This is an optimization exercise on Yosys and OpenROAD, whose aim is small area, not a production implementation. Only simulation tests tie the RTL to the original design; equivalence was not proved.

== job 101 ==
==> flow/design.v (excerpt) <==
module cfg_top #(
    parameter cfg_pkg::period_t CLEAR_PERIOD_RESET = 62500
) (
    input  logic                clk_pcie,
    input  logic                rst,
    input  logic                i_cmd_valid,
    output logic                o_cmd_ready,
    input  cfg_pkg::cmd_word_t  i_cmd_data,
    output logic                o_rsp_valid,
    input  logic                i_rsp_ready,
    output cfg_pkg::rsp_word_t  o_rsp_data,
    input  logic [15:0]         i_pcie_id,
    output logic                o_cfg_mgmt_rd_en,
    output logic                o_cfg_mgmt_wr_en,
    output cfg_pkg::dwaddr_t    o_cfg_mgmt_dwaddr,
    output cfg_pkg::dword_t     o_cfg_mgmt_di,
    output cfg_pkg::byte_en_t   o_cfg_mgmt_byte_en,
    output logic                o_cfg_mgmt_wr_readonly,
    output logic                o_cfg_mgmt_wr_rw1c_as_rw,
    input  cfg_pkg::dword_t     i_cfg_mgmt_do,
    input  logic                i_cfg_mgmt_rd_wr_done
);
Settings: LEC_CHECK=0, CAP_MARGIN=10, CORE_MARGIN=2, CORE_UTILIZATION=55, GPL_TIMING_DRIVEN=0, SLEW_MARGIN=10, SYNTH_HIERARCHICAL=1; clock period 5.0 ns.
standard.sh (not shown) runs the stock make flow with config.mk's settings and CLKGATE_MAP_FILE= SYNTH_SCRIPT=/design/flow/synth_recipe.tcl, a recipe that flattens the netlist after the stock synthesis.
==> flow/flow/run.sh <==
#!/bin/bash
# Standard layout, with the smallest buffer on every input and output port and a clock
# tree of few large leaf buffers without dummy loads.
set -euo pipefail
export BUFFER_PORTS_ARGS="-buffer_cell sky130_fd_sc_hd__buf_1"
export CTS_ARGS="-sink_clustering_enable -repair_clock_nets -dont_use_dummy_load -sink_clustering_size 30 -sink_clustering_max_diameter 80 -buf_list sky130_fd_sc_hd__clkbuf_16"
bash standard.sh > standard_flow.log 2>&1
#### Input delta (job 102 over job 101)
diff --git a/flow/design.v b/flow/design.v
--- a/flow/design.v
+++ b/flow/design.v
@@ -63,19 +63,19 @@
                                          32'(cfg_pkg::REG_BYTES),        
                                          16'h0018,                       
                                          cfg_pkg::RW_MAGIC};             
     logic [159:0] rw_q;
     logic rd_en_q, wr_en_q, result_valid_q;
     logic busy;
     logic host_req, host_ready, timer_ready;
     logic tmr_req_q;
     logic [1:0] tmr_be_q;        
-    logic [31:0] count_q;
+    logic [31:0] cnt_n_q;
     cfg_pkg::dword_t   result_data_q;
     cfg_pkg::dwaddr_t  result_dwaddr_q;
     cfg_pkg::byte_en_t result_be_q;
     logic [15:0] cmd_addr;
     logic [14:0] ofs;
     logic [7:0]  val_lo, val_hi, msk_lo, msk_hi;
     logic        fire, cmd_read, cmd_write;
     assign cmd_addr = i_cmd_data[31:16];
     assign ofs      = cmd_addr[14:0];
@@ -320,38 +320,44 @@
             result_data_q   <= i_cfg_mgmt_do;
             result_dwaddr_q <= o_cfg_mgmt_dwaddr;
             result_be_q     <= o_cfg_mgmt_byte_en;
         end
     end
     logic tmr_on, advance, expired;
     assign tmr_on  = rw_q[19] | rw_q[20];
     assign advance = tmr_on & ~fire & ~busy & ~tmr_req_q;
     logic        cnt_clr;
-    logic [31:0] cnt_s;          
-    logic [32:0] cnt_c;          
+    logic [32:0] cnt_b;          
+    logic [31:0] cnt_x;          
     logic [31:0] cnt_d;
     assign cnt_clr   = rst | ~tmr_on | tmr_req_q;
-    assign cnt_c[0]  = advance;
-    assign cnt_c[16] = advance & (&count_q[15:0]);
-    for (genvar i = 0; i < 32; i++) begin : g_inc
-        if (i == 15 || i == 31) begin : g_top
-            assign cnt_s[i] = count_q[i] ^ cnt_c[i];
-        end else begin : g_ha
-            cfg_ha u_ha (.a(count_q[i]), .b(cnt_c[i]), .s(cnt_s[i]), .co(cnt_c[i + 1]));
+    assign cnt_b[0]  = ~advance;
+    assign cnt_b[16] = ~advance | (|cnt_n_q[15:0]);
+    for (genvar i = 0; i < 32; i++) begin : g_dec
+        if (i % 2 == 0) begin : g_ev
+            assign cnt_x[i] = ~(cnt_n_q[i] ^ cnt_b[i]);
+            if (i != 15 && i != 31) begin : g_b
+                cfg_nor2 u_b (.a(cnt_n_q[i]), .b(cnt_b[i]), .y(cnt_b[i + 1]));
+            end
+        end else begin : g_od
+            assign cnt_x[i] = cnt_n_q[i] ^ cnt_b[i];
+            if (i != 15 && i != 31) begin : g_b
+                cfg_orn u_b (.a(cnt_n_q[i]), .b(cnt_b[i]), .y(cnt_b[i + 1]));
+            end
         end
     end
-    assign cnt_d = cnt_s & {32{~cnt_clr}};
+    assign cnt_d = cnt_x | {32{cnt_clr}};
     always_ff @(posedge clk_pcie) begin
-        count_q <= cnt_d;
+        cnt_n_q <= cnt_d;
     end
     logic [32:0] cmp_sum;
-    assign cmp_sum = {1'b0, count_q} + {1'b0, ~rw_q[128 +: 32]};
-    assign expired = cmp_sum[32];
+    assign cmp_sum = {1'b0, rw_q[128 +: 32]} + {1'b0, cnt_n_q} + 33'd1;
+    assign expired = ~cmp_sum[32];
     always_ff @(posedge clk_pcie) begin
         if (rst) begin
             tmr_req_q <= 1'b0;
         end else if (advance && expired) begin
             tmr_req_q <= 1'b1;
         end else if (timer_ready) begin
             tmr_req_q <= 1'b0;
         end
     end
@@ -397,9 +403,15 @@
 );
     assign y = (a & b) | (a & c) | (b & c);
 endmodule
 module cfg_nor2 (
     input  logic a, b,
     output logic y
 );
     assign y = ~(a | b);
 endmodule
+module cfg_orn (
+    input  logic a, b,
+    output logic y
+);
+    assign y = a | ~b;
+endmodule
Notes after the runs:
Diff job 101 -> job 102: fraction of area in multi-input gates barely changed; post-route cell area dropped about 0.4%; synthesized area now smaller; wire length climbed 1.0%.
Higher sequential share of layout area was reported by job 102, not job 101.
Number of placed instances with taps included for job 102: 26 up relative to job 101
Delta (job 102 minus job 101): worst setup margin rose by 0.63 ns, post-route core utilization stayed essentially flat.
Summary of job 102 over job 101: number of multi-input logic gates increased by 7.2% relative to the old numbers, via count of the first global-routing pass shrank by about 1%.
When job 102 is measured against job 101, its clock period minus worst slack turns out 0.63 ns lower.
Job 102 vs job 101, clock skew went up by 0.0064 ns.
Taking job 101 as the reference point, the final period utilization of job 102 falls by 13 points.
Job 102: fmax is 15% higher than what job 101 reported.

[afterwards: timing with drivers on the ports]
How much do the figures lean on ideal ports? The routed layouts below were timed once more, with nothing changed but the port constraints. Step 1 (the two cells are an assumption about what drives the block):
set clk [get_ports {clk_pcie}]
set_driving_cell -lib_cell sky130_fd_sc_hd__clkbuf_16 $clk
set_driving_cell -lib_cell sky130_fd_sc_hd__buf_2 [delete_from_list [all_inputs] $clk]
Step 2 times the ports against the registers' clock, not the clock port: input delays grow and output delays shrink by t, the midpoint of the rising clock arrivals with the driver on. Slacks: ideal / step 1 / step 2; pairs: ideal / step 1.
run	t (ns)	setup WS [ns]	cell pins on the clock port's net
job 101	0.553	0.269 / 0.269 / 0.046	1
job 102	0.550	0.898 / 0.924 / 0.374	1
After both steps setup and hold are still met in every run listed. The setup slack of job 102, which loses most, moves by +0.026 ns with the drivers and by -0.524 ns with both steps.
